This is an optimization exercise on Yosys and OpenROAD, whose aim is small area, a short achievable clock period and few clock cycles per item, not a production implementation. The RTL was checked by simulation tests, not by an equivalence proof against the original design. Power figures rest on the tool's default switching activity, not on a simulated workload.

**run.sh**
```bash
#!/bin/bash
# synth_recipe.tcl (not shown) runs the flow's synth.tcl, then flattens the netlist and writes it again
# the make line also repeats each setting of config.mk as NAME=value (left out here)
make -C /OpenROAD-flow-scripts/flow DESIGN_CONFIG=/design/flow/config.mk WORK_HOME=/design/flow/orfs CLKGATE_MAP_FILE= SYNTH_SCRIPT=/design/flow/synth_recipe.tcl finish
```
**config.mk**
```make
export PLATFORM = sky130hd
export DESIGN_NAME = multi_queue_urgent_front_deque
export DESIGN_NICKNAME = multi_queue_urgent_front_deque
export VERILOG_FILES = /design/flow/design.v
export SDC_FILE = /design/flow/constraint.sdc
export NUM_CORES = 4
export LEC_CHECK = 0
export CAP_MARGIN = 20
export CORE_MARGIN = 2
export CORE_UTILIZATION = 60
export CTS_CLUSTER_DIAMETER = 100
export CTS_CLUSTER_SIZE = 25
export SETUP_SLACK_MARGIN = 2.7
export SLEW_MARGIN = 20
export SYNTH_MEMORY_MAX_BITS = 8192
```
**constraint.sdc**
```tcl
create_clock -name core_clock -period 5.0 [get_ports {clock}]
set_input_delay 1.0000 -clock core_clock [delete_from_list [all_inputs] [get_ports {clock}]]
set_output_delay 1.0000 -clock core_clock [all_outputs]
set_load 0.01 [all_outputs]
```
**design.v**
```verilog
`timescale 1ns / 1ps
package qdq_pkg;
   localparam int NUM_QUEUES  = 32;
   localparam int QUEUE_DEPTH = 8;
   localparam int TAG_BITS    = 16;
   localparam int QADDR_BITS = (NUM_QUEUES > 1) ? $clog2(NUM_QUEUES) : 1;
   localparam int CNT_BITS   = $clog2(QUEUE_DEPTH + 1);
   localparam int QIDX_W   = 5;
   localparam int TAG_W    = 16;
   localparam int COUNT_W  = 4;
   localparam logic OP_ADD  = 1'b0;
   localparam logic OP_TAKE = 1'b1;
   typedef enum logic [1:0] {
      STAT_ADDED = 2'd0,
      STAT_FULL  = 2'd1,
      STAT_TAKEN = 2'd2,
      STAT_EMPTY = 2'd3
   } status_type;
   typedef struct packed {
      logic [TAG_BITS-1:0] tag;
      logic                urgent;
   } entry_type;
   localparam int ENTRY_BITS = TAG_BITS + 1;
   localparam int ROW_BITS   = QUEUE_DEPTH * ENTRY_BITS;
   typedef logic [ROW_BITS-1:0] row_type;
   typedef struct packed {
      row_type              row;
      logic [CNT_BITS-1:0]  count;
      logic                 write;
      status_type           status;
      entry_type            head;
   } update_type;
endpackage
`timescale 1ns / 1ps
module qdq_row_mem #(
   parameter int NG = 1
) (
   input  logic                                clock,
   input  logic [qdq_pkg::NUM_QUEUES-1:0]      qsel,
   input  logic [qdq_pkg::QUEUE_DEPTH-1:0]     slot_we,
   input  logic [NG*qdq_pkg::ENTRY_BITS-1:0]   wr_data,
   input  logic [qdq_pkg::QUEUE_DEPTH-1:0]     slot_rd,
   output logic [2*qdq_pkg::ENTRY_BITS-1:0]    rd_part
);
   localparam int NQ = qdq_pkg::NUM_QUEUES;
   localparam int ND = qdq_pkg::QUEUE_DEPTH;
   localparam int EW = qdq_pkg::ENTRY_BITS;
   logic [NQ*ND*EW-1:0] mem;
   logic [ND*EW-1:0]    col;
   logic [2*EW-1:0]     part;
   for (genvar q = 0; q < NQ; q++) begin : g_q
      for (genvar s = 0; s < ND; s++) begin : g_s
         always_ff @(posedge clock) begin
            if (qsel[q] && slot_we[s]) begin
               mem[(q*ND+s)*EW +: EW] <= wr_data[(q/(NQ/NG))*EW +: EW];
            end
         end
      end
   end
   always_comb begin
      col = '0;
      for (int s = 0; s < ND; s++) begin
         for (int q = 0; q < NQ; q++) begin
            col[s*EW +: EW] = col[s*EW +: EW] | ({EW{qsel[q]}} & mem[(q*ND+s)*EW +: EW]);
         end
      end
      part = '0;
      for (int s = 0; s < ND; s++) begin
         part[(s/(ND/2))*EW +: EW] = part[(s/(ND/2))*EW +: EW] | ({EW{slot_rd[s]}} & col[s*EW +: EW]);
      end
   end
   always_ff @(posedge clock) begin
      rd_part <= part;
   end
endmodule
`timescale 1ns / 1ps
module qdq_count_mem (
   input  logic                          clock,
   input  logic                          reset,
   input  logic [4:0]                    rd_addr,
   output logic [3:0]                    rd_cnt,
   output logic [2:0]                    rd_head,
   input  logic [qdq_pkg::NUM_QUEUES-1:0] wr_sel,
   input  logic [3:0]                    wr_cnt,
   input  logic [2:0]                    wr_head
);
   localparam int NQ = qdq_pkg::NUM_QUEUES;
   logic [3:0] cnt_ff  [NQ];
   logic [2:0] head_ff [NQ];
   for (genvar q = 0; q < NQ; q++) begin : g_q
      always_ff @(posedge clock) begin
         if (reset || wr_sel[q]) begin
            cnt_ff[q]  <= reset ? 4'd0 : wr_cnt;
            head_ff[q] <= reset ? 3'd0 : wr_head;
         end
      end
   end
   assign rd_cnt  = cnt_ff[rd_addr];
   assign rd_head = head_ff[rd_addr];
endmodule
`timescale 1ns / 1ps
module qdq_shift #(
   parameter int W = 23,
   parameter int N = 4
) (
   input  logic         clock,
   input  logic         reset,
   input  logic         in_valid,
   input  logic [W-1:0] in_data,
   input  logic         in_req,
   output logic         in_ready,
   output logic         acc,
   input  logic         out_ready,
   output logic         out_valid,
   output logic [W-1:0] out_data
);
   logic [W-1:0] d_ff [N];
   logic [N-1:0] v_ff;                  
   logic [N-1:0] owed_ff;               
   logic [N-1:0] v_next, owed_next;
   logic         empty_ff;              
   logic         room_ff;               
   logic         full_busy_ff;          
   logic         pop;
   assign pop       = !empty_ff && out_ready;
   assign out_valid = v_ff[0];
   assign out_data  = d_ff[0];
   assign in_ready  = room_ff || (full_busy_ff && out_ready);
   assign acc       = in_req && in_ready;
   always_comb begin
      if (pop && !in_valid)      v_next = v_ff >> 1;
      else if (!pop && in_valid) v_next = {v_ff[N-2:0], 1'b1};
      else                       v_next = v_ff;
      if (pop && !acc)           owed_next = owed_ff >> 1;
      else if (!pop && acc)      owed_next = {owed_ff[N-2:0], 1'b1};
      else                       owed_next = owed_ff;
   end
   always_ff @(posedge clock) begin
      if (reset) begin
         v_ff         <= '0;
         owed_ff      <= '0;
         empty_ff     <= 1'b1;
         room_ff      <= 1'b1;
         full_busy_ff <= 1'b0;
      end else begin
         v_ff         <= v_next;
         owed_ff      <= owed_next;
         empty_ff     <= !v_next[0];
         room_ff      <= !owed_next[N-1];
         full_busy_ff <= owed_next[N-1] && v_next[0];
      end
   end
   for (genvar i = 0; i < N; i++) begin : g_e
      always_ff @(posedge clock) begin
         if (pop) begin
            if (i + 1 < N && v_ff[(i + 1) % N]) d_ff[i] <= d_ff[(i + 1) % N];
            else                                d_ff[i] <= in_data;
         end else if (i == 0 ? empty_ff : !v_ff[i]) begin
            d_ff[i] <= in_data;
         end
      end
   end
endmodule
`timescale 1ns / 1ps
module multi_queue_urgent_front_deque (
   input  logic        clock,
   input  logic        reset,
   input  logic        req_tvalid,
   output logic        req_tready,
   input  logic [23:0] req_tdata,   
   input  logic        req_tuser,   
   output logic        rsp_tvalid,
   input  logic        rsp_tready,
   output logic [23:0] rsp_tdata,   
   output logic [1:0]  rsp_tuser    
);
   localparam int NQ = qdq_pkg::NUM_QUEUES;
   localparam int ND = qdq_pkg::QUEUE_DEPTH;
   localparam int EW = qdq_pkg::ENTRY_BITS;
   localparam int RW = EW + qdq_pkg::COUNT_W + 2;    
   localparam int NG = 4;                            
   logic          acc;
   logic [4:0]    qin;
   logic [3:0]    rd_cnt;
   logic [2:0]    rd_head;
   logic          va_ff;
   logic [4:0]    qia_ff;
   logic [NQ-1:0] qa_ff;        
   logic          takea_ff;
   logic          urga_ff;
   logic [EW-1:0] enta_ff;      
   logic [3:0]    cnta_ff;      
   logic [2:0]    heada_ff;
   logic          fwdb_a_ff;    
   logic          fwdc_a_ff;    
   logic          vb_ff;
   logic [4:0]    qib_ff;
   logic [NQ-1:0] qb_ff;
   logic [NG*EW-1:0] entb_ff;   
   logic [ND-1:0] slot_web_ff, slot_rdb_ff;
   logic [3:0]    cntb_ff;      
   logic [2:0]    headb_ff;     
   logic [1:0]    statusb_ff;
   logic          vc_ff;
   logic [3:0]    cntc_ff;
   logic [2:0]    headc_ff;
   logic [1:0]    statusc_ff;
   assign qin = req_tdata[4:0];
   qdq_count_mem u_state (
      .clock    (clock),
      .reset    (reset),
      .rd_addr  (qin),
      .rd_cnt   (rd_cnt),
      .rd_head  (rd_head),
      .wr_sel   (qb_ff),
      .wr_cnt   (cntb_ff),
      .wr_head  (headb_ff)
   );
   always_ff @(posedge clock) begin
      if (reset) begin
         va_ff <= 1'b0;
         qa_ff <= '0;
      end else begin
         va_ff <= acc;
         qa_ff <= acc ? (NQ'(1) << qin) : '0;
      end
      qia_ff    <= qin;
      takea_ff  <= req_tuser;
      urga_ff   <= req_tdata[21];
      enta_ff   <= req_tdata[21:5];
      cnta_ff   <= rd_cnt;
      heada_ff  <= rd_head;
      fwdb_a_ff <= va_ff && (qia_ff == qin);
      fwdc_a_ff <= vb_ff && (qib_ff == qin);
   end
   logic [3:0]    cnt, cnt_new;
   logic [2:0]    head, head_new;
   logic [ND-1:0] slot_we, slot_rd;
   logic [1:0]    status;
   always_comb begin
      if (fwdb_a_ff) begin
         cnt  = cntb_ff;
         head = headb_ff;
      end else if (fwdc_a_ff) begin
         cnt  = cntc_ff;
         head = headc_ff;
      end else begin
         cnt  = cnta_ff;
         head = heada_ff;
      end
   end
   qdq_shift_ctl u_ctl (
      .take     (takea_ff),
      .urgent   (urga_ff),
      .cnt      (cnt),
      .head     (head),
      .cnt_new  (cnt_new),
      .head_new (head_new),
      .slot_we  (slot_we),
      .slot_rd  (slot_rd),
      .status   (status)
   );
   always_ff @(posedge clock) begin
      if (reset) begin
         vb_ff <= 1'b0;
         qb_ff <= '0;
      end else begin
         vb_ff <= va_ff;
         qb_ff <= qa_ff;
      end
      qib_ff      <= qia_ff;
      slot_web_ff <= slot_we;
      slot_rdb_ff <= slot_rd;
      cntb_ff     <= cnt_new;
      headb_ff    <= head_new;
      statusb_ff  <= status;
   end
   for (genvar g = 0; g < NG; g++) begin : g_wd
      always_ff @(posedge clock) begin
         if (|qa_ff[g*(NQ/NG) +: NQ/NG]) entb_ff[g*EW +: EW] <= enta_ff;
      end
   end
   logic [2*EW-1:0] rd_part;
   qdq_row_mem #(.NG(NG)) u_store (
      .clock    (clock),
      .qsel     (qb_ff),
      .slot_we  (slot_web_ff),
      .wr_data  (entb_ff),
      .slot_rd  (slot_rdb_ff),
      .rd_part  (rd_part)
   );
   always_ff @(posedge clock) begin
      if (reset) vc_ff <= 1'b0;
      else       vc_ff <= vb_ff;
      cntc_ff    <= cntb_ff;
      headc_ff   <= headb_ff;
      statusc_ff <= statusb_ff;
   end
   qdq_shift #(.W(RW), .N(4)) u_out (
      .clock    (clock),
      .reset    (reset),
      .in_valid (vc_ff),
      .in_data  ({statusc_ff, cntc_ff, rd_part[EW +: EW] | rd_part[0 +: EW]}),
      .in_req   (req_tvalid),
      .in_ready (req_tready),
      .acc      (acc),
      .out_ready(rsp_tready),
      .out_valid(rsp_tvalid),
      .out_data ({rsp_tuser, rsp_tdata[20:0]})
   );
   assign rsp_tdata[23:21] = 3'b000;
endmodule
module qdq_shift_ctl (
   input  logic       take,
   input  logic       urgent,
   input  logic [3:0] cnt,
   input  logic [2:0] head,
   output logic [3:0] cnt_new,
   output logic [2:0] head_new,
   output logic [7:0] slot_we,
   output logic [7:0] slot_rd,
   output logic [1:0] status
);
   logic       full, empty;
   logic       do_add, do_take;
   logic [2:0] head_m1, head_p1, tail, widx;
   always_comb begin
      full    = cnt[3];
      empty   = (cnt == 4'd0);
      do_add  = !take && !full;
      do_take = take && !empty;
      head_m1 = head - 3'd1;
      head_p1 = head + 3'd1;
      tail    = head + cnt[2:0];
      widx    = urgent ? head_m1 : tail;
      for (int s = 0; s < 8; s++) begin
         slot_we[s] = do_add && (widx == 3'(s));
         slot_rd[s] = do_take && (head == 3'(s));
      end
      if (do_add)       cnt_new = cnt + 4'd1;
      else if (do_take) cnt_new = cnt - 4'd1;
      else              cnt_new = cnt;
      if (do_add && urgent) head_new = head_m1;
      else if (do_take)     head_new = head_p1;
      else                  head_new = head;
      if (take) status = empty ? qdq_pkg::STAT_EMPTY : qdq_pkg::STAT_TAKEN;
      else      status = full  ? qdq_pkg::STAT_FULL  : qdq_pkg::STAT_ADDED;
   end
endmodule
```
==> impl_metrics.yaml, run 1 <==
place:
  place_ws_ns: 1.34
  dp.final_hpwl_um: 391000
  place_area_mm2: 0.184
  io_buffer_count: 51
  place.gp.congestion: 0.920
hold_path:
  whs_endpoint: "qia_ff[2]"
  hold_path.startpoint: "req_tdata[2]"
  holdPathStages: 1
  hp-class: "in -> reg"
synthesis:
  synth_ff_type: "edfxtp_1"
  synthCells: 9562
  synth_area_mm2: 0.176
  synthArstFlopShare: 0
  ys_seq_elements: 4919
  synth-edff-count: 4667
  synth_area_per_cell_um2: 18.4
  netlist-cell-type-count: 68
  ys_seq_area_frac: 0.826
  yosysWarnings: 8
finish:
  fin_nets: 10400
  finalCoreUtilization: 0.693
  drive_above_1_share: 0.192
  syn_to_final_growth_pct: 14.8
  fin_area_mm2: 0.202
sta:
  rsz0062_at_grt: "yes"
  slew_violations: 0
  maxSlewHeadroom: 0.167
  setup_violations: 0
  max_clock_freq_ghz: 0.345
  finalHoldViolations: 0
  worst_slack_ns: 2.10
  tightest_slew_ns: 1.24
  skew_ns: 0.0551
  period_needed_ns: 2.90
  fin_setup_tns_ns: 0
  period_share: 0.580
grt:
  first_global_vias: 105000
  grt_max_degree: 65
  antenna_found_initial: 95
  grt_usage: 0.490
  overflow: 0
  grt_pass1_wl_um: 966000
clock_network:
  clock_path_buffers: 4
  clock_latency_ns: 1.01
  numCtsBuffers: 218
  clkSinkCount: 4919
  htreeDepth: 4
  hold_buffers: 0
  cts_tree: "yes"
  path_clk_slew_ns: 0.10
  cts_root_buffer: "clkbuf_16"
setup_path:
  cp-end-kind: "flip-flop"
  worstPathCellList: "buf_8 > a22oi_2 > nand4_1 > o41ai_4 > nand4_1"
  timing.reg2reg.setup_slack_ns: 2.10
  critPathRequiredTime_ns: 5.75
  reg2reg_depth: 5
  crit_arrival_ns: 3.65
  setup.worst_path.start_class: "flip-flop"
  r2r_end: "u_store.rd_part[0]"
  cp_slowest_cell: "o41ai_4"
  criticalPathCategory: "reg -> reg"
  max_stage_delay_ns: 1.08
  r2r_start: "qb_ff[26]"
  cpLargestDelayFamily: "compound AO/OA/AOI/OAI gates"
  crit_buf_inv: 1
  crit_top_cell: "nand4_1"
  cp_max_fo: 12
die:
  die-area_mm2: 0.297
  placementRows: 198
  ios: 57
  die_w_um: 545
  core_area_mm2: 0.291
  die_h_um: 545
  start_util: 0.603
power_and_ir_drop:
  power_leakage_uw: 0.0639
  vdd_ir_drop_max_mv: 0.320
  powerDensity_mw_per_mm2: 342
detailed_routing:
  antenna_left: 0
  drc: 0
  viasPerCell: 8.18
  routed-via-count: 118000
  drtPass1Iterations: 12
  wl_per_cell_um: 52.9
  wirelength_um: 763000
  drt_iter0_drc: 30700
flow_run:
  drv_cap: 0
status:
  outcome: "complete, no violations"
==> logic make-up (layout without fill, tap and decap cells) <==
kind of cell             count (synthesis)  in the layout  share of synthesized area
other                                    1             57                  0.0000213
AND/OR/NAND/NOR                       1302           1302                     0.0436
multiplexers                            75             75                    0.00451
adder cells (fa/ha/maj)                 15             15                    0.00111
AO/OA/AOI/OAI                         2580           2581                      0.110
flip-flops                            4919           4919                      0.826
XOR/XNOR                                14             14                   0.000697
buffers and inverters                  656           1553                     0.0143
==> what timing repair did <==
action                                 in CTS  in global routing
endpoints found under the hold margin       0                  0
buffers inserted                          279                192
resized for setup                         651                370
setup endpoints to repair                3213                404
cloned                                     25                 39
pin swaps                                 136                217
==> worst register-to-register path, delay by kind of cell (launching register included) <==
kind	cells	cell delay, ns
buf+inv	1	0.21
simple gates	2	0.75
flops	1	0.43
compound gates	2	1.28
==> registers in the layout, indices dropped and copies added (netlist names), 2 cells and up <==
name	flops
u_store.mem	4352
u_state.cnt_ff	128
u_state.head_ff	96
u_out.d_ff	92
entb_ff	68
u_store.rd_part	34
qa_ff	32
qb_ff	32
enta_ff	16
slot_rdb_ff	8
slot_web_ff	8
qia_ff	5
qib_ff	5
cnta_ff	4
cntb_ff	4
cntc_ff	4
u_out.owed_ff	4
u_out.v_ff	4
heada_ff	3
headb_ff	3
headc_ff	3
statusb_ff	2
statusc_ff	2
==> cell usage after synthesis, types with 9 or more instances <==
| library cell | number | area [µm²] |
|---|---|---|
| edfxtp_1 | 4667 | 140000 |
| a22oi_1 | 2189 | 16400 |
| nand4_1 | 582 | 3640 |
| clkbuf_1 | 528 | 1980 |
| and2_1 | 263 | 1650 |
| dfxtp_1 | 252 | 5040 |
| o41ai_1 | 136 | 1190 |
| nor2_1 | 116 | 435 |
| buf_1 | 80 | 300 |
| nand2_1 | 77 | 289 |
| a21oi_1 | 59 | 295 |
| nor2b_1 | 56 | 350 |
| o21ai_0 | 56 | 280 |
| mux2i_1 | 50 | 500 |
| nand2b_1 | 43 | 269 |
| nor3_1 | 40 | 200 |
| or2_2 | 37 | 231 |
| and3_1 | 27 | 169 |
| mux2_2 | 24 | 270 |
| buf_2 | 21 | 105 |
| inv_1 | 21 | 78.8 |
| o22ai_1 | 21 | 131 |
| o311ai_0 | 19 | 166 |
| o31ai_1 | 19 | 143 |
| ha_1 | 14 | 175 |
| nand3b_1 | 14 | 105 |
| nand3_1 | 12 | 60.1 |
| nor4_1 | 12 | 75.1 |
| a31oi_1 | 11 | 68.8 |
| a32oi_1 | 9 | 78.8 |
==> metal layers <==
layer  part of all wire  up-vias  global-route usage
li1                   -    41400                   -
met1               0.32    58800               0.652
met2               0.40    14700               0.664
met3               0.20     2992               0.213
met4              0.084       52               0.308
met5             0.0013        -            0.000801
==> worst max-delay path by stage <==
stage	from	end	slack, ns	cells past startpoint
finish	qb_ff[26]	u_store.rd_part[0]	2.10	5
global route	qb_ff[18]	u_store.rd_part[0]	2.30	5
CTS	u_out.full_busy_ff	req_tready	2.38	2
detailed placement	req_tdata[0]	cnta_ff[2]	1.34	6
global placement	req_tdata[0]	cnta_ff[2]	1.35	6
floorplan	req_tdata[4]	cnta_ff[2]	2.41	6
==> where the power goes <==
| group | internal (µW) | switching, µW |
|---|---|---|
| combinational | 594 | 1650 |
| sequential | 45300 | 373 |
| clock | 8450 | 12600 |
| total | 54300 | 14700 |
==> through the flow <==
| stage | power [µW] | hold WS (ns) | instances |
|---|---|---|---|
| after floorplan | 47300 | 0.310 | 9564 |
| after global placement | 48400 | 0.312 | 13500 |
| after detailed placement | 48500 | 0.315 | 13500 |
| after CTS | 68400 | 0.325 | 14100 |
| after global routing | 70000 | 0.294 | 14400 |
| final | 69000 | 0.306 | 14400 |
==> cell usage in the layout (no fill, tap or decap), types with 49 or more instances in the layout <==
cell type / n
buf_6: 115
nand4_1: 582
diode_2: 54
clkbuf_1: 116
a22oi_1: 1977
o21ai_0: 53
nor2_1: 114
and2_1: 128
a22oi_2: 212
buf_4: 691
o41ai_4: 54
edfxtp_1: 4667
clkbuf_16: 263
and2_2: 112
nand2_1: 75
mux2i_1: 49
buf_16: 65
buf_12: 185
dfxtp_1: 208
a21oi_1: 59
o41ai_2: 63
==> layout make-up <==
class	count	area, µm²
Antenna cell	54	135
Clock inverter	2	17.5
Sequential cell	4919	145000
Fill cell	18700	89500
Tap cell	3900	4880
Inverter	21	78.8
Multi-Input combinational cell	3990	31000
Timing Repair Buffer	1187	14200
Clock buffer	343	6120
Testbench counts, summed over its fixed seeds: cycles 16,032, items 16,000.
==> run 2, diff against run 1 <==
--- a/config.mk
+++ b/config.mk
@@ -11,5 +11,5 @@
 export CTS_CLUSTER_DIAMETER = 100
 export CTS_CLUSTER_SIZE = 25
 export SETUP_SLACK_MARGIN = 2.7
-export SLEW_MARGIN = 20
+export SLEW_MARGIN = 45
 export SYNTH_MEMORY_MAX_BITS = 8192
==> run 2 against run 1 <==
Clock-buffer cell count is the same. Highest routed layer unchanged. Worst hold slack got worse by 0.034 ns. Largest cell class unchanged. Largest power group unchanged. Design area is 0.30% higher. Final cell count up 0.22%. Non-clock buffer count is 21 higher. Critical path depth is 1 higher. Worst setup slack improved by 0.13 ns. Global-route usage is 0.16 points higher. Maximum frequency up 4.5%. Sequential power about the same. Critical endpoint is now u_store.rd_part[3]. Still clean on timing, DRC and antenna.
==> impl_metrics.yaml, run 2 <==
status:
  outcome: "complete, no violations"
grt:
  grt_max_degree: 65
  overflow: 0
  grt_usage: 0.492
  antenna_found_initial: 83
  grt_pass1_wl_um: 970000
  first_global_vias: 106000
detailed_routing:
  antenna_left: 0
  drtPass1Iterations: 9
  wl_per_cell_um: 52.2
  viasPerCell: 8.13
  wirelength_um: 754000
  drt_iter0_drc: 30100
  drc: 0
  routed-via-count: 117000
sta:
  slew_violations: 0
  maxSlewHeadroom: 0.393
  rsz0062_at_grt: "yes"
  period_needed_ns: 2.77
  setup_violations: 0
  period_share: 0.555
  tightest_slew_ns: 0.910
  skew_ns: 0.0439
  finalHoldViolations: 0
  fin_setup_tns_ns: 0
  max_clock_freq_ghz: 0.360
power_and_ir_drop:
  vdd_ir_drop_max_mv: 0.352
  powerDensity_mw_per_mm2: 341
  power_leakage_uw: 0.0643
setup_path:
  cp_max_fo: 57
  setup.worst_path.start_class: "flip-flop"
  criticalPathCategory: "reg -> reg"
  cp-end-kind: "flip-flop"
  crit_arrival_ns: 3.45
  critPathRequiredTime_ns: 5.67
  crit_start: "qb_ff[19]"
  r2r_start: "qb_ff[19]"
hold_path:
  hp-class: "in -> reg"
  hold_path.startpoint: "req_tdata[2]"
die:
  die_w_um: 545
  die_h_um: 545
  start_util: 0.603
  placementRows: 198
  ios: 57
  die-area_mm2: 0.297
  core_area_mm2: 0.291
clock_network:
  clkSinkCount: 4919
  cts_tree: "yes"
  path_clk_slew_ns: 0.11
  numCtsBuffers: 218
  clock_latency_ns: 1.00
  clock_path_buffers: 4
  cts_root_buffer: "clkbuf_16"
  htreeDepth: 4
synthesis:
  synthArstFlopShare: 0
  synth-edff-count: 4667
  synth_area_per_cell_um2: 18.4
  synth_ff_type: "edfxtp_1"
  synthTopCellsByArea: "edfxtp_1 80%, a22oi_1 9.3%, dfxtp_1 2.9%"
  synth_top_area_share: 0.797
  netlist-cell-type-count: 68
  yosysWarnings: 8
  yosysMostFrequentCell: "edfxtp_1"
  yosysTopAreaCell: "edfxtp_1"
  synth_common_cells: "4667 x edfxtp_1, 2189 x a22oi_1, 582 x nand4_1"
  synthCells: 9562
  ys_seq_elements: 4919
  ys_seq_area_frac: 0.826
  synth_area_mm2: 0.176
place:
  dp.final_hpwl_um: 397000
  place.gp.congestion: 0.920
  io_buffer_count: 51
finish:
  largest_register: "u_store.mem"
  syn_to_final_growth_pct: 15.2
  finalCoreUtilization: 0.695
  final_cell_mix: "4667 x edfxtp_1, 1980 x a22oi_1, 689 x buf_4, 582 x nand4_1, 245 x clkbuf_16"
  drive_above_1_share: 0.194
  final_common_cell: "edfxtp_1"
  top_regs: "u_store.mem (4352), u_state.cnt_ff (128), u_state.head_ff (96)"
  fin_nets: 10400
  largest_reg_flops: 4352
flow_run:
  drv_cap: 0
==> run 2: cell count changes in the layout (fill, tap and decap cells not counted), moves of 5 or more <==
cell       change
and2_2        -39
buf_16        +39
and2_4        +32
buf_12        -22
buf_6         +19
clkbuf_16     -18
diode_2       +11
o41ai_2       +10
o41ai_1        -8
and2_1         +7
bufbuf_16      +5
==> run 2: logic make-up after synthesis <==
group | share of synthesized area
DFF | 0.826
AOI/OAI and AO/OA | 0.110
and+or+nand+nor | 0.0436
buffers and inverters | 0.0143
muxes | 0.00451
adders and majority gates | 0.00111
xor gates and xnor gates | 0.000697
other | 0.0000213
==> run 2: path summary, 6_finish.rpt <==
kind                        endpoint  slack, ns  depth (start not counted)
setup / recovery  u_store.rd_part[3]       2.23                          6
hold / removal             qia_ff[2]       0.27                          1
setup reg to reg  u_store.rd_part[3]       2.23                          6
hold reg to reg        statusc_ff[1]       0.33                          0
==> run 2: timing repair <==
action | in CTS | in global routing
resized for setup | 750 | 231
pin swaps | 203 | 171
hold buffers | 0 | 0
cloned | 55 | 19
hold endpoints to repair | 0 | 0
setup endpoints to repair | 2104 | 198
setup buffers | 337 | 101
==> run 2: worst max-delay path, cell delays in order, from the launching register on <==
cell and delay [ns]:
dfxtp_4 0.43, buf_12 0.20, a22oi_2 0.30, nand4_1 0.19
o41ai_4 0.47, buf_4 0.24, nand4_1 0.39
==> run 2: layout make-up <==
type / instances / area [µm²]
flip-flops and latches: 4919 / 145000
multi-input cells: 3989 / 31100
fillers: 18600 / 88900
inverters: 21 / 78.8
diodes: 65 / 163
clock inverters: 2 / 17.5
clock buffers: 343 / 6120
repair buffers: 1208 / 14800
well taps: 3900 / 4880
==> run 2: stage by stage <==
stage / setup WS [ns] / instance area, µm² / power (µW) / hold slack, ns / std cells
6_report: 2.23 / 202000 / 69000 / 0.273 / 14400
5_1_grt: 2.32 / 202000 / 69900 / 0.258 / 14400
4_1_cts: 2.39 / 200000 / 68400 / 0.319 / 14300
3_5_place_dp: 1.38 / 186000 / 48500 / 0.315 / 13500
3_3_place_gp: 1.35 / 184000 / 48400 / 0.312 / 13500
2_1_floorplan: 2.41 / 176000 / 47300 / 0.310 / 9564
==> run 2: report_power, final <==
group          switching, µW  internal (µW)
registers                364          45300
clock network          12600           8460
logic                   1640            600
==> run 2: metal layers <==
metal	track usage	up-vias	wire length, µm
li1	-	41500	-
met1	0.655	58800	241000
met2	0.670	14300	305000
met3	0.213	2826	147000
met4	0.296	28	60300
met5	0.0170	-	343
==> run 3, diff against run 2 <==
--- a/design.v
+++ b/design.v
@@ -40,14 +40,14 @@
    input  logic [qdq_pkg::QUEUE_DEPTH-1:0]     slot_we,
    input  logic [NG*qdq_pkg::ENTRY_BITS-1:0]   wr_data,
    input  logic [qdq_pkg::QUEUE_DEPTH-1:0]     slot_rd,
-   output logic [2*qdq_pkg::ENTRY_BITS-1:0]    rd_part
+   output logic [4*qdq_pkg::ENTRY_BITS-1:0]    rd_part
 );
    localparam int NQ = qdq_pkg::NUM_QUEUES;
    localparam int ND = qdq_pkg::QUEUE_DEPTH;
    localparam int EW = qdq_pkg::ENTRY_BITS;
    logic [NQ*ND*EW-1:0] mem;
    logic [ND*EW-1:0]    col;
-   logic [2*EW-1:0]     part;
+   logic [4*EW-1:0]     part;
    for (genvar q = 0; q < NQ; q++) begin : g_q
       for (genvar s = 0; s < ND; s++) begin : g_s
          always_ff @(posedge clock) begin
@@ -66,7 +66,7 @@
       end
       part = '0;
       for (int s = 0; s < ND; s++) begin
-         part[(s/(ND/2))*EW +: EW] = part[(s/(ND/2))*EW +: EW] | ({EW{slot_rd[s]}} & col[s*EW +: EW]);
+         part[(s/(ND/4))*EW +: EW] = part[(s/(ND/4))*EW +: EW] | ({EW{slot_rd[s]}} & col[s*EW +: EW]);
       end
    end
    always_ff @(posedge clock) begin
@@ -119,13 +119,12 @@
    logic [N-1:0] owed_ff;               
    logic [N-1:0] v_next, owed_next;
    logic         empty_ff;              
-   logic         room_ff;               
-   logic         full_busy_ff;          
+   logic         ready_ff;              
    logic         pop;
    assign pop       = !empty_ff && out_ready;
    assign out_valid = v_ff[0];
    assign out_data  = d_ff[0];
-   assign in_ready  = room_ff || (full_busy_ff && out_ready);
+   assign in_ready  = ready_ff;
    assign acc       = in_req && in_ready;
    always_comb begin
       if (pop && !in_valid)      v_next = v_ff >> 1;
@@ -140,14 +139,12 @@
          v_ff         <= '0;
          owed_ff      <= '0;
          empty_ff     <= 1'b1;
-         room_ff      <= 1'b1;
-         full_busy_ff <= 1'b0;
+         ready_ff     <= 1'b1;
       end else begin
          v_ff         <= v_next;
          owed_ff      <= owed_next;
          empty_ff     <= !v_next[0];
-         room_ff      <= !owed_next[N-1];
-         full_busy_ff <= owed_next[N-1] && v_next[0];
+         ready_ff     <= !owed_next[N-1];
       end
    end
    for (genvar i = 0; i < N; i++) begin : g_e
@@ -280,7 +277,7 @@
          if (|qa_ff[g*(NQ/NG) +: NQ/NG]) entb_ff[g*EW +: EW] <= enta_ff;
       end
    end
-   logic [2*EW-1:0] rd_part;
+   logic [4*EW-1:0] rd_part;
    qdq_row_mem #(.NG(NG)) u_store (
       .clock    (clock),
       .qsel     (qb_ff),
@@ -296,11 +293,11 @@
       headc_ff   <= headb_ff;
       statusc_ff <= statusb_ff;
    end
-   qdq_shift #(.W(RW), .N(4)) u_out (
+   qdq_shift #(.W(RW), .N(5)) u_out (
       .clock    (clock),
       .reset    (reset),
       .in_valid (vc_ff),
-      .in_data  ({statusc_ff, cntc_ff, rd_part[EW +: EW] | rd_part[0 +: EW]}),
+      .in_data  ({statusc_ff, cntc_ff, rd_part[3*EW +: EW] | rd_part[2*EW +: EW] | rd_part[EW +: EW] | rd_part[0 +: EW]}),
       .in_req   (req_tvalid),
       .in_ready (req_tready),
       .acc      (acc),
==> run 3 against run 2 <==
Combinational power fell by 2%. Critical endpoint is now rsp_tdata[11]. Final cell count fell by 0.40%. Core utilization fell by 1.4 points. Clock-buffer cell count rose by 9. First-iteration DRC count fell by 3.2%. Synthesized area rose by 1.2%. Sequential power rose by 1%. Critical path type is now reg -> out.
==> impl_metrics.yaml, run 3 <==
status:
  outcome: "complete, no violations"
sta:
  tightest_slew_ns: 0.954
  period_needed_ns: 2.76
  finalHoldViolations: 0
  fin_hold_ws_ns: 0.300
  max_clock_freq_ghz: 0.363
  setup_violations: 0
  slew_violations: 0
  period_share: 0.551
  rsz0062_at_grt: "yes"
  fin_setup_tns_ns: 0
  skew_ns: 0.0522
  maxSlewHeadroom: 0.364
setup_path:
  crit_arrival_ns: 1.76
  cp_slowest_cell: "edfxtp_1"
  cpLargestDelayFamily: "flip-flops"
  cp-end-kind: "output port"
  setup.worst_path.start_class: "flip-flop"
  worstPathCellList: "buf_2"
  endpoint: "rsp_tdata[11]"
  crit_buf_inv: 1
  critPathRequiredTime_ns: 4.00
  timing.reg2reg.setup_slack_ns: 2.40
  max_stage_delay_ns: 0.56
  criticalPathCategory: "reg -> out"
  crit_start: "u_out.d_ff[0][11]"
  r2r_start: "qb_ff[14]"
  r2r_end: "u_store.rd_part[27]"
  cp_max_fo: 1
  reg2reg_depth: 7
  path_depth: 1
synthesis:
  yosysTopAreaCell: "edfxtp_1"
  synth_top_area_share: 0.788
  synthArstFlopShare: 0
  synth_ff_type: "edfxtp_1"
  ys_seq_area_frac: 0.823
  synthCells: 9691
  synth_area_per_cell_um2: 18.4
  yosysMostFrequentCell: "edfxtp_1"
  synthTopCellsByArea: "edfxtp_1 79%, a22oi_1 7.0%, dfxtp_1 3.5%"
  netlist-cell-type-count: 67
  synth_area_mm2: 0.178
  yosysWarnings: 8
  synth-edff-count: 4667
  ys_seq_elements: 4977
  synth_common_cells: "4667 x edfxtp_1, 1655 x a22oi_1, 424 x nand4_1"
hold_path:
  holdPathStages: 1
  hold_path.startpoint: "req_tdata[0]"
  hp-class: "in -> reg"
place:
  dp.final_hpwl_um: 411000
  io_buffer_count: 51
  place_area_mm2: 0.187
  place.gp.congestion: 0.937
die:
  placementRows: 199
  die_w_um: 548
  core_area_mm2: 0.294
  die_h_um: 548
  ios: 57
  start_util: 0.604
  die-area_mm2: 0.301
detailed_routing:
  wl_per_cell_um: 51.8
  drc: 0
  wirelength_um: 746000
  viasPerCell: 8.06
  drtPass1Iterations: 8
  routed-via-count: 116000
  drt_iter0_drc: 29100
  antenna_left: 0
grt:
  overflow: 0
  grt_max_degree: 74
  antenna_found_initial: 79
  grt_pass1_wl_um: 957000
  first_global_vias: 106000
  grt_usage: 0.481
finish:
  fin_nets: 10400
  final_cell_mix: "4667 x edfxtp_1, 1597 x a22oi_1, 667 x buf_4, 424 x nand4_1, 272 x a22o_1"
  fin_area_mm2: 0.200
  syn_to_final_growth_pct: 12.7
  drive_above_1_share: 0.176
  top_regs: "u_store.mem (4352), u_state.cnt_ff (128), u_out.d_ff (115)"
  final_common_cell: "edfxtp_1"
  largest_reg_flops: 4352
  largest_register: "u_store.mem"
clock_network:
  numCtsBuffers: 221
  cts_root_buffer: "clkbuf_16"
  htreeDepth: 4
  cts_tree: "yes"
  path_clk_slew_ns: 0.10
  clkSinkCount: 4977
  clock_path_buffers: 4
  clock_latency_ns: 1.00
flow_run:
  drv_cap: 0
power_and_ir_drop:
  power_leakage_uw: 0.0642
  powerDensity_mw_per_mm2: 348
  vdd_ir_drop_max_mv: 0.404
-- run 3: cell count changes in the layout (fill, tap and decap cells not counted), sizes merged, moves of 24 or more --
cell,before,now
a221oi,3,268
o21ai,57,93
nand3,12,198
buf,1148,987
diode,65,33
nand2b,43,19
a22o,7,274
a22oi,2189,1655
nand4,582,424
nand2,77,156
dfxtp,252,310
nor3,40,13
-- run 3: worst min path at each step --
stage               endpoint  slack (ns)
2_1_floorplan  statusc_ff[0]        0.31
3_3_place_gp   statusc_ff[0]        0.31
3_5_place_dp   statusc_ff[0]        0.31
4_1_cts        statusc_ff[0]        0.34
5_1_grt            qia_ff[0]        0.29
6_report           qia_ff[0]        0.30
-- run 3: layer usage --
| layer | track usage | vias up | routed length (µm) |
|---|---|---|---|
| li1 | - | 41500 | - |
| met1 | 0.633 | 58300 | 236000 |
| met2 | 0.680 | 13500 | 312000 |
| met3 | 0.177 | 2720 | 137000 |
| met4 | 0.309 | 18 | 60700 |
| met5 | 0 | - | 490 |
-- run 3: stage by stage --
stage | total power (µW) | cells | setup WS [ns] | utilization
6_report | 69700 | 14400 | 2.24 | 0.681
5_1_grt | 70800 | 14400 | 2.24 | 0.681
4_1_cts | 69200 | 14200 | 2.24 | 0.670
3_5_place_dp | 49100 | 13700 | 1.07 | 0.637
3_3_place_gp | 49000 | 13700 | 0.867 | 0.633
2_1_floorplan | 47800 | 9693 | 2.42 | -
-- run 3: logic make-up (layout without fill, tap and decap cells) --
family                   after synthesis  count (layout)  synth area share
flip-flops                          4977            4977             0.823
AO/OA/AOI/OAI                       2556            2556             0.111
AND/OR/NAND/NOR                     1370            1371            0.0435
buffers and inverters                663            1406            0.0151
multiplexers                          95              95           0.00588
adder cells (fa/ha/maj)               15              15           0.00110
XOR/XNOR                              14              14          0.000732
other                                  1              36         0.0000211
-- run 3: where the power goes --
| group | total (µW) | switching [µW] | internal, µW |
|---|---|---|---|
| Clock | 21300 | 12800 | 8550 |
| Sequential | 46200 | 418 | 45800 |
| Combinational | 2200 | 1630 | 573 |
| Total | 69700 | 14800 | 54900 |
-- run 3: cell type report --
class | instances | area (µm²)
timing repair buffer | 1036 | 11400
inverter | 17 | 63.8
clock inverter | 1 | 30.0
tap | 3919 | 4900
sequential | 4977 | 146000
antenna | 33 | 82.6
fill | 19200 | 93800
clock buffer | 352 | 6190
multi-input combinational | 4054 | 31400
-- run 3: repair_timing --
action                                  in CTS  in global routing
gates cloned                                13                 20
buffers inserted                           176                100
gates resized for setup                    427                298
endpoints found under the setup margin    2387                300
hold buffers                                 0                  0
pin swaps                                   69                163
Testbench counts of run 3, summed over its fixed seeds: cycles 16,032, items 16,000.
==> run 4, diff against run 3 <==
--- a/design.v
+++ b/design.v
@@ -37,6 +37,7 @@
 ) (
    input  logic                                clock,
    input  logic [qdq_pkg::NUM_QUEUES-1:0]      qsel,
+   input  logic [qdq_pkg::NUM_QUEUES-1:0]      wsel,
    input  logic [qdq_pkg::QUEUE_DEPTH-1:0]     slot_we,
    input  logic [NG*qdq_pkg::ENTRY_BITS-1:0]   wr_data,
    input  logic [qdq_pkg::QUEUE_DEPTH-1:0]     slot_rd,
@@ -51,7 +52,7 @@
    for (genvar q = 0; q < NQ; q++) begin : g_q
       for (genvar s = 0; s < ND; s++) begin : g_s
          always_ff @(posedge clock) begin
-            if (qsel[q] && slot_we[s]) begin
+            if (wsel[q] && slot_we[s]) begin
                mem[(q*ND+s)*EW +: EW] <= wr_data[(q/(NQ/NG))*EW +: EW];
             end
          end
@@ -193,6 +194,7 @@
    logic          vb_ff;
    logic [4:0]    qib_ff;
    logic [NQ-1:0] qb_ff;
+   logic [NQ-1:0] qbw_ff;       
    logic [NG*EW-1:0] entb_ff;   
    logic [ND-1:0] slot_web_ff, slot_rdb_ff;
    logic [3:0]    cntb_ff;      
@@ -259,11 +261,13 @@
    );
    always_ff @(posedge clock) begin
       if (reset) begin
-         vb_ff <= 1'b0;
-         qb_ff <= '0;
+         vb_ff  <= 1'b0;
+         qb_ff  <= '0;
+         qbw_ff <= '0;
       end else begin
-         vb_ff <= va_ff;
-         qb_ff <= qa_ff;
+         vb_ff  <= va_ff;
+         qb_ff  <= qa_ff;
+         qbw_ff <= (|slot_we) ? qa_ff : '0;
       end
       qib_ff      <= qia_ff;
       slot_web_ff <= slot_we;
@@ -281,6 +285,7 @@
    qdq_row_mem #(.NG(NG)) u_store (
       .clock    (clock),
       .qsel     (qb_ff),
+      .wsel     (qbw_ff),
       .slot_we  (slot_web_ff),
       .wr_data  (entb_ff),
       .slot_rd  (slot_rdb_ff),
==> run 4 against run 3 <==
Still clean. Core utilization fell by 0.68 points. Sequential share of layout area rose by 0.51 points. Design area fell by 0.25%. Routed wire length rose by 1.6%. Synthesized area rose by 0.42%. Clock power barely moved. Critical endpoint is now slot_web_ff[7]. Largest power group unchanged.
==> impl_metrics.yaml, run 4 <==
detailed_routing:
  drc: 0
  drtPass1Iterations: 18
  drt_iter0_drc: 29700
  routed-via-count: 118000
  wl_per_cell_um: 52.1
  wirelength_um: 757000
  viasPerCell: 8.13
  antenna_left: 0
synthesis:
  synth_area_per_cell_um2: 18.4
  yosysMostFrequentCell: "edfxtp_1"
  synthXorXnorAreaFrac: 0.000736
  yosysTopAreaCell: "edfxtp_1"
  synthCells: 9728
  synth_top_family_by_area: "compound AO/OA/AOI/OAI gates"
  synthTopCellsByArea: "edfxtp_1 78%, a22oi_1 7.2%, dfxtp_1 3.8%"
  yosysWarnings: 8
  synth_fa_ha_area_frac: 0.00109
  netlist-cell-type-count: 72
  synth_simple_gate_area_frac: 0.0443
  synth_compound_area_frac: 0.111
  synth-edff-count: 4667
  synth_ff_type: "edfxtp_1"
  synth_mux_area_frac: 0.00612
  ys_seq_elements: 5009
  synth_area_mm2: 0.179
  synthArstFlopShare: 0
  synth_common_cells: "4667 x edfxtp_1, 1714 x a22oi_1, 462 x clkbuf_1"
  ys_seq_area_frac: 0.823
  synth_top_area_share: 0.785
sta:
  maxSlewHeadroom: 0.366
  fin_setup_tns_ns: 0
  rsz0062_at_grt: "yes"
  setup_violations: 0
  worst_slack_ns: 2.36
  period_share: 0.527
  period_needed_ns: 2.64
  skew_ns: 0.0712
  slew_violations: 0
  tightest_slew_ns: 0.951
  finalHoldViolations: 0
  max_clock_freq_ghz: 0.379
place:
  place.gp.congestion: 0.957
  dp.final_hpwl_um: 415000
  dp_cells: 13800
  place_ws_ns: 1.08
  io_buffer_count: 51
power_and_ir_drop:
  power_leakage_uw: 0.0639
  total_power_uw: 70000
  powerDensity_mw_per_mm2: 350
  vdd_ir_drop_max_mv: 0.404
finish:
  top_regs: "u_store.mem (4352), u_state.cnt_ff (128), u_out.d_ff (115)"
  final_cell_mix: "4667 x edfxtp_1, 1688 x a22oi_1, 674 x buf_4, 426 x nand4_1, 284 x dfxtp_1"
  syn_to_final_growth_pct: 12.0
  drive_above_1_share: 0.149
  finalCoreUtilization: 0.674
  register_area_mm2: 0.147
  largest_reg_flops: 4352
  fin_nets: 10400
  instances_no_fill: 14600
  largest_register: "u_store.mem"
  multi_input_area_mm2: 0.0310
  final_common_cell: "edfxtp_1"
  nFillCells: 19600
setup_path:
  criticalPathCategory: "reg -> reg"
  cp_slowest_cell: "dfxtp_4"
  crit_buf_inv: 2
  cpLargestDelayFamily: "compound AO/OA/AOI/OAI gates"
  setup.worst_path.start_class: "flip-flop"
  cp_max_fo: 6
  critPathRequiredTime_ns: 5.92
  max_stage_delay_ns: 0.41
  worstPathCellList: "mux2i_1 > nor2_1 > a21oi_2 > inv_2 > fa_2 > or2_4 > o211ai_1 > xnor2_4 > buf_12 > nor3_2"
  cp-end-kind: "flip-flop"
  crit_arrival_ns: 3.55
clock_network:
  htreeDepth: 4
  path_clk_slew_ns: 0.10
  numCtsBuffers: 222
  clock_latency_ns: 1.02
  clkSinkCount: 5009
  cts_root_buffer: "clkbuf_16"
  cts_tree: "yes"
  clock_path_buffers: 4
grt:
  first_global_vias: 107000
  grt_max_degree: 65
  overflow: 0
  grt_usage: 0.492
  antenna_found_initial: 116
  grt_pass1_wl_um: 975000
die:
  placementRows: 200
  die-area_mm2: 0.302
  ios: 57
  die_h_um: 550
  core_area_mm2: 0.297
  die_w_um: 550
  start_util: 0.602
hold_path:
  hp-class: "in -> reg"
flow_run:
  drv_cap: 0
status:
  outcome: "complete, no violations"
-- run 4: changes by cell type after synthesis, sizes merged, moves of 8 or more --
cell	change
a221oi	-24
a22o	-27
a22oi	+59
a32oi	+13
and2	+30
buf	-124
clkbuf	+91
dfxtp	+32
mux2	+15
nand3	-56
nor3b	+8
-- run 4: kinds of logic (layout without fill, tap and decap cells) --
| logic type | count (synthesis) | after routing |
|---|---|---|
| compound gates | 2571 | 2571 |
| fa+ha+maj | 15 | 15 |
| mux | 105 | 105 |
| simple gates | 1385 | 1385 |
| other cells | 1 | 134 |
| flops | 5009 | 5009 |
| xor+xnor | 15 | 15 |
| buf+inv | 627 | 1380 |
-- run 4: timing repair --
action	CTS	global route
hold buffers	0	0
endpoints found under the setup margin	130	121
pin swaps	44	111
resized for setup	288	200
cloned	13	11
buffers inserted	134	70
-- run 4: path summary, 6_finish.rpt --
kind	startpoint	endpoint	slack, ns	depth (start not counted)
max reg2reg	fwdc_a_ff	slot_web_ff[7]	2.36	10
min	req_tdata[1]	qia_ff[1]	0.30	1
max	fwdc_a_ff	slot_web_ff[7]	2.36	10
min reg2reg	statusb_ff[1]	statusc_ff[1]	0.34	0
-- run 4: worst reg2reg max path, stage by stage (launching register included) --
cell and delay (ns):
dfxtp_4 0.41, mux2i_1 0.20, nor2_1 0.07, a21oi_2 0.17, inv_2 0.08, fa_2 0.39, or2_4 0.23, o211ai_1 0.41
xnor2_4 0.26, buf_12 0.23, nor3_2 0.17
-- run 4: area by class of cell --
class	count	area share
Sequential cell	5009	0.736
Multi-Input combinational cell	4094	0.155
Timing Repair Buffer	976	0.0514
Clock buffer	386	0.0314
Tap cell	3939	0.0246
Antenna cell	131	0.00164
Inverter	14	0.000263
Clock inverter	4	0.000213
-- run 4: metal layers --
| layer | wire length [µm] | up-vias | GRT usage |
|---|---|---|---|
| met5 | 337 | - | 0.000633 |
| met4 | 57500 | 36 | 0.293 |
| met3 | 144000 | 2937 | 0.211 |
| met2 | 319000 | 14400 | 0.692 |
| met1 | 237000 | 59300 | 0.638 |
| li1 | - | 41700 | - |
-- run 4: through the flow --
stage	hold slack [ns]	area, µm²
6_report	0.305	200000
5_1_grt	0.281	200000
4_1_cts	0.258	198000
3_5_place_dp	0.312	188000
3_3_place_gp	0.311	187000
2_1_floorplan	0.310	179000
-- run 4: report_power, final --
part / internal (µW) / leakage, µW / total [µW] / switching (µW)
combinational: 589 / 0.0157 / 2170 / 1580
clock: 8610 / 0.00301 / 21500 / 12800
sequential: 46000 / 0.0451 / 46400 / 369
Testbench counts of run 4, summed over its fixed seeds: cycles 16,032, items 16,000.
==> run 5, diff against run 4 <==
--- a/config.mk
+++ b/config.mk
@@ -5,11 +5,11 @@
 export SDC_FILE = /design/flow/constraint.sdc
 export NUM_CORES = 4
 export LEC_CHECK = 0
-export CAP_MARGIN = 20
+export CAP_MARGIN = 40
 export CORE_MARGIN = 2
 export CORE_UTILIZATION = 60
 export CTS_CLUSTER_DIAMETER = 100
 export CTS_CLUSTER_SIZE = 25
-export SETUP_SLACK_MARGIN = 2.7
-export SLEW_MARGIN = 45
+export SETUP_SLACK_MARGIN = 2.9
+export SLEW_MARGIN = 60
 export SYNTH_MEMORY_MAX_BITS = 8192
==> run 5 against run 4 <==
The layout now fails its checks (antenna rules). Non-clock buffer count grew 332. Clock power is essentially flat. Synthesized area is the same. Combinational power grew 8%. Largest power group unchanged.
==> impl_metrics.yaml, run 5 <==
place:
  io_buffer_count: 51
  dp.final_hpwl_um: 431000
  place.gp.congestion: 0.982
  place_area_mm2: 0.191
flow_run:
  drv_cap: 0
hold_path:
  holdPathStages: 1
  hold_path.startpoint: "req_tdata[4]"
  hp-class: "in -> reg"
synthesis:
  netlist-cell-type-count: 72
  synth_area_mm2: 0.179
  synth_common_cells: "4667 x edfxtp_1, 1714 x a22oi_1, 462 x clkbuf_1"
  ys_seq_area_frac: 0.823
  synthCells: 9728
  synth_ff_type: "edfxtp_1"
  synthTopCellsByArea: "edfxtp_1 78%, a22oi_1 7.2%, dfxtp_1 3.8%"
  yosysMostFrequentCell: "edfxtp_1"
  yosysWarnings: 8
  ys_seq_elements: 5009
  synth_area_per_cell_um2: 18.4
  yosysTopAreaCell: "edfxtp_1"
  synth_top_area_share: 0.785
  synth-edff-count: 4667
  synthArstFlopShare: 0
die:
  start_util: 0.602
  placementRows: 200
  die-area_mm2: 0.302
  core_area_mm2: 0.297
  die_h_um: 550
  ios: 57
  die_w_um: 550
detailed_routing:
  drt_iter0_drc: 29800
  drtPass1Iterations: 7
  antenna_left: 2
  wirelength_um: 781000
  routed-via-count: 121000
  drc: 0
  wl_per_cell_um: 52.5
  viasPerCell: 8.12
clock_network:
  htreeDepth: 4
  clock_path_buffers: 4
  path_clk_slew_ns: 0.10
  clock_latency_ns: 1.02
  cts_tree: "yes"
  numCtsBuffers: 222
  hold_buffers: 0
  clkSinkCount: 5009
  cts_root_buffer: "clkbuf_16"
sta:
  rsz0062_at_grt: "yes"
  finalHoldViolations: 0
  slew_violations: 0
  tightest_slew_ns: 0.747
  max_clock_freq_ghz: 0.385
  setup_violations: 0
  maxSlewHeadroom: 0.502
  period_needed_ns: 2.60
  skew_ns: 0.0568
  fin_hold_ws_ns: 0.272
  period_share: 0.519
  fin_setup_tns_ns: 0
setup_path:
  r2r_start: "fwdc_a_ff"
  max_stage_delay_ns: 0.45
  timing.reg2reg.setup_slack_ns: 2.42
  endpoint: "rsp_tdata[10]"
  criticalPathCategory: "reg -> out"
  r2r_end: "slot_web_ff[1]"
  crit_start: "u_out.d_ff[0][10]"
  crit_buf_inv: 1
  crit_arrival_ns: 1.60
  path_depth: 1
  worstPathCellList: "buf_2"
  cpLargestDelayFamily: "flip-flops"
  cp_max_fo: 1
  setup.worst_path.start_class: "flip-flop"
  cp_slowest_cell: "edfxtp_1"
  cp-end-kind: "output port"
  reg2reg_depth: 8
  critPathRequiredTime_ns: 4.00
power_and_ir_drop:
  p_clk_frac: 0.306
  combPwrFrac: 0.033
  total_power_uw: 70300
  powerDensity_mw_per_mm2: 337
  power_leakage_uw: 0.0676
  vdd_ir_drop_max_mv: 0.327
  swShare: 0.212
  p_seq_frac: 0.660
  p_int_uw: 55400
  p_switching_uw: 14900
finish:
  largest_reg_flops: 4352
  final_cell_mix: "4667 x edfxtp_1, 1556 x a22oi_1, 683 x buf_4, 426 x nand4_1, 274 x dfxtp_1"
  largest_register: "u_store.mem"
  top_regs: "u_store.mem (4352), u_state.cnt_ff (128), u_out.d_ff (115)"
  fin_nets: 10700
  fin_area_mm2: 0.208
  finalCoreUtilization: 0.703
  drive_above_1_share: 0.208
  syn_to_final_growth_pct: 16.7
  final_common_cell: "edfxtp_1"
grt:
  first_global_vias: 109000
  overflow: 0
  grt_usage: 0.506
  antenna_found_initial: 100
  grt_max_degree: 57
  grt_pass1_wl_um: 1000000
status:
  outcome: "failed layout checks"
  violatedChecks: "antenna rules"
## run 5: cell counts after synthesis
Identical to the previous run, type by type.
## run 5: power by group through the flow
stage	combinational [µW]	sequential, µW	clock [µW]
2_1_floorplan	815	47300	0
3_3_place_gp	1850	47300	0
3_5_place_dp	2020	47300	0
4_1_cts	2170	46400	21200
5_1_grt	2360	46400	22500
6_report	2350	46400	21500
## run 5: final cells by class
class	instances	area (µm²)
fill	18600	88100
multi-input combinational	4097	33100
inverter	14	52.6
clock buffer	385	6320
tap	3939	4930
sequential	5009	147000
timing repair buffer	1308	16500
clock inverter	4	41.3
antenna	121	303
## run 5: layer usage
| metal | vias to the layer above | GRT usage | routed length (µm) |
|---|---|---|---|
| met4 | 26 | 0.335 | 68100 |
| met1 | 60100 | 0.649 | 242000 |
| met2 | 14900 | 0.701 | 321000 |
| met5 | - | 0.00206 | 440 |
| met3 | 3329 | 0.221 | 149000 |
| li1 | 42400 | - | - |
## run 5: cell families (layout without fill, tap and decap cells)
logic type / count (synthesis) / in the layout / share of synthesized area
buffers and inverters: 627 / 1711 / 0.0141
other: 1 / 124 / 0.0000210
flip-flops: 5009 / 5009 / 0.823
XOR/XNOR: 15 / 15 / 0.000736
adder cells (fa/ha/maj): 15 / 15 / 0.00109
AND/OR/NAND/NOR: 1385 / 1387 / 0.0443
AO/OA/AOI/OAI: 2571 / 2572 / 0.111
multiplexers: 105 / 105 / 0.00612
## run 5: timing repair
action,in CTS,in global routing
setup endpoints to repair,129,167
pin swaps,279,248
cloned,61,15
buffers inserted,261,99
resized for setup,838,344
## run 5: worst min-delay path by stage
| stage | slack (ns) | to |
|---|---|---|
| after floorplan | 0.31 | statusc_ff[0] |
| after global placement | 0.31 | statusc_ff[1] |
| after detailed placement | 0.32 | statusc_ff[0] |
| after CTS | 0.25 | qia_ff[4] |
| after global routing | 0.25 | qia_ff[4] |
| final | 0.27 | qia_ff[4] |
## run 5: through the flow
stage | setup slack (ns) | instances
after floorplan | 2.51 | 9730
after global placement | 1.25 | 13800
after detailed placement | 1.34 | 13900
after CTS | 2.37 | 14600
after global routing | 2.37 | 14800
final | 2.40 | 14900
==> run 6, diff against run 5 <==
--- a/config.mk
+++ b/config.mk
@@ -5,11 +5,11 @@
 export SDC_FILE = /design/flow/constraint.sdc
 export NUM_CORES = 4
 export LEC_CHECK = 0
-export CAP_MARGIN = 40
+export CAP_MARGIN = 20
 export CORE_MARGIN = 2
-export CORE_UTILIZATION = 60
+export CORE_UTILIZATION = 65
 export CTS_CLUSTER_DIAMETER = 100
 export CTS_CLUSTER_SIZE = 25
-export SETUP_SLACK_MARGIN = 2.9
-export SLEW_MARGIN = 60
+export SETUP_SLACK_MARGIN = 2.8
+export SLEW_MARGIN = 45
 export SYNTH_MEMORY_MAX_BITS = 8192
==> run 6 against run 5 <==
Now clean on timing, DRC and antenna. Non-clock buffer count down 279. Die area down 7.6%. Synthesized cell count unchanged. Clock skew down 0.0061 ns. Critical path type is now reg -> reg. Highest routed layer unchanged.
==> impl_metrics.yaml, run 6 <==
setup_path:
  cp_slowest_cell: "dfxtp_4"
  crit_arrival_ns: 3.48
  cp-end-kind: "flip-flop"
  worstPathCellList: "mux2i_1 > o21a_1 > inv_1 > fa_2 > or2_4 > o211ai_1 > xnor2_4 > nor3b_4"
  criticalPathCategory: "reg -> reg"
  r2r_end: "slot_web_ff[1]"
  reg2reg_depth: 8
  setup.worst_path.start_class: "flip-flop"
  max_stage_delay_ns: 0.43
  timing.reg2reg.setup_slack_ns: 2.43
  cp_max_fo: 8
  r2r_start: "fwdc_a_ff"
  crit_start: "fwdc_a_ff"
  endpoint: "slot_web_ff[1]"
  critPathRequiredTime_ns: 5.91
finish:
  final_cell_mix: "4667 x edfxtp_1, 1639 x a22oi_1, 610 x buf_4, 426 x nand4_1, 274 x dfxtp_1"
  syn_to_final_growth_pct: 12.9
  instances_no_fill: 14200
  drive_above_1_share: 0.160
  final_common_cell: "edfxtp_1"
  top_regs: "u_store.mem (4352), u_state.cnt_ff (128), u_out.d_ff (115)"
  register_area_mm2: 0.147
  finalCoreUtilization: 0.738
  nFillCells: 16200
  fin_area_mm2: 0.202
  fin_nets: 10400
  largest_register: "u_store.mem"
  multi_input_area_mm2: 0.0314
  largest_reg_flops: 4352
die:
  die_h_um: 528
  die_w_um: 528
  ios: 57
  placementRows: 192
  die-area_mm2: 0.279
  start_util: 0.653
  core_area_mm2: 0.273
synthesis:
  netlist-cell-type-count: 72
  yosysTopAreaCell: "edfxtp_1"
  synth_area_per_cell_um2: 18.4
  synth_common_cells: "4667 x edfxtp_1, 1714 x a22oi_1, 462 x clkbuf_1"
  yosysWarnings: 8
  synthArstFlopShare: 0
  synth_ff_type: "edfxtp_1"
  ys_seq_elements: 5009
  synth-edff-count: 4667
  yosysMostFrequentCell: "edfxtp_1"
  synthTopCellsByArea: "edfxtp_1 78%, a22oi_1 7.2%, dfxtp_1 3.8%"
  synth_area_mm2: 0.179
  synth_top_area_share: 0.785
  ys_seq_area_frac: 0.823
  synthCells: 9728
clock_network:
  numCtsBuffers: 222
  htreeDepth: 4
  hold_buffers: 0
  path_clk_slew_ns: 0.11
  clkSinkCount: 5009
  cts_tree: "yes"
  clock_latency_ns: 1.01
  cts_root_buffer: "clkbuf_16"
  clock_path_buffers: 4
sta:
  max_clock_freq_ghz: 0.389
  maxSlewHeadroom: 0.372
  fin_setup_tns_ns: 0
  setup_violations: 0
  fin_hold_ws_ns: 0.289
  period_share: 0.514
  skew_ns: 0.0507
  tightest_slew_ns: 0.940
  period_needed_ns: 2.57
  finalHoldViolations: 0
  slew_violations: 0
  rsz0062_at_grt: "yes"
flow_run:
  drv_cap: 0
power_and_ir_drop:
  power_leakage_uw: 0.0647
  powerDensity_mw_per_mm2: 346
  vdd_ir_drop_max_mv: 0.395
detailed_routing:
  routed-via-count: 118000
  wirelength_um: 733000
  drtPass1Iterations: 13
  drc: 0
  antenna_left: 0
  viasPerCell: 8.30
  wl_per_cell_um: 51.5
  drt_iter0_drc: 30700
grt:
  overflow: 0
  grt_pass1_wl_um: 936000
  grt_max_degree: 65
  antenna_found_initial: 88
  grt_usage: 0.508
  first_global_vias: 107000
hold_path:
  hp-class: "in -> reg"
place:
  io_buffer_count: 51
  place_area_mm2: 0.188
  dp.final_hpwl_um: 385000
  dp_cells: 13400
  place.gp.congestion: 0.946
status:
  outcome: "complete, no violations"
[run 6: cell counts after synthesis]
Identical to the previous run, type by type.
[run 6: critical path, delay by kind of cell, from the launching register on]
kind | cells | cell delay (ns)
AND/OR/NAND/NOR | 2 | 0.56
AO/OA/AOI/OAI | 2 | 0.55
adder cells (fa/ha/maj) | 1 | 0.36
multiplexers | 1 | 0.22
buffers and inverters | 1 | 0.13
XOR/XNOR | 1 | 0.25
flip-flops | 1 | 0.43
[run 6: area by class of cell]
class	count	share of cell area
sequential	5009	0.730
multi-input combinational	4095	0.156
timing repair buffer	1029	0.0594
clock buffer	388	0.0313
tap	3589	0.0223
antenna	110	0.00136
clock inverter	5	0.000292
inverter	14	0.000273
[run 6: where the power goes]
group / internal (µW) / switching, µW / leakage, µW
logic: 609 / 1520 / 0.0166
registers: 46000 / 385 / 0.0451
clock network: 8650 / 12700 / 0.00303
[run 6: routing by layer]
metal | routed length (µm) | share of wire | vias to the layer above | GRT usage
met3 | 147000 | 0.20 | 3315 | 0.222
met4 | 64200 | 0.088 | 45 | 0.333
met2 | 301000 | 0.41 | 15000 | 0.708
li1 | - | - | 41800 | -
met1 | 221000 | 0.30 | 58000 | 0.651
met5 | 638 | 0.00087 | - | 0.00797
[run 6: through the flow]
step / total power (µW) / worst slack, ns
3_3_place_gp: 49100 / 0.988
5_1_grt: 71000 / 2.35
4_1_cts: 69300 / 2.42
3_5_place_dp: 49200 / 1.15
2_1_floorplan: 48100 / 2.51
6_report: 69900 / 2.43
[run 6: worst min path at each step]
| stage | startpoint | endpoint | cells after the start |
|---|---|---|---|
| finish | req_tdata[1] | qia_ff[1] | 1 |
| global route | req_tdata[1] | qia_ff[1] | 1 |
| CTS | req_tdata[1] | qia_ff[1] | 1 |
| detailed placement | statusb_ff[0] | statusc_ff[0] | 0 |
| global placement | statusb_ff[1] | statusc_ff[1] | 0 |
| floorplan | statusb_ff[0] | statusc_ff[0] | 0 |
[run 6: logic make-up after synthesis]
logic type | share of synthesized area
other | 0.0000210
buffers and inverters | 0.0141
xor gates and xnor gates | 0.000736
AOI/OAI and AO/OA | 0.111
adders and majority gates | 0.00109
DFF | 0.823
and+or+nand+nor | 0.0443
muxes | 0.00612
[run 6: timing repair]
item / CTS / global route
setup buffers: 142 / 142
endpoints found under the setup margin: 207 / 139
gates resized for setup: 349 / 261
pin swaps: 57 / 145
cloned: 16 / 27

## static timing again, ports no longer ideal
Ports are ideal in the flow. The routed layouts listed here were re-timed in OpenROAD.
Step 1: set_driving_cell puts a clkbuf_16 on clock and a buf_2 on each other input, an assumption about the parent block.
Step 2 adds t to the input delays and takes it off the output delays; t is the mean of the earliest and latest rising clock arrival at the registers after step 1. Input paths then give back, and output paths get back, about the clock's delay inside the block.
Slacks: ideal ports / drivers / drivers and shift; pairs: ideal ports / drivers.
run	t (ns)	setup slack, ns	worst register clock-pin slew, ns	worst slew at a driven data input, ns
run 1	1.098	2.100 / 2.100 / 1.651	0.11 / 0.11	0.06
run 2	1.092	2.225 / 2.225 / 1.662	0.11 / 0.11	0.06
run 3	1.091	2.245 / 2.128 / 1.803	0.11 / 0.11	0.09
run 4	1.092	2.365 / 2.365 / 1.746	0.11 / 0.11	0.05
run 5	1.101	2.404 / 2.295 / 1.891	0.11 / 0.11	0.08
run 6	1.104	2.429 / 2.328 / 1.837	0.11 / 0.11	0.07
The setup slack of run 4, which loses most, moves by 0.000 ns with the drivers and by -0.619 ns with both steps.
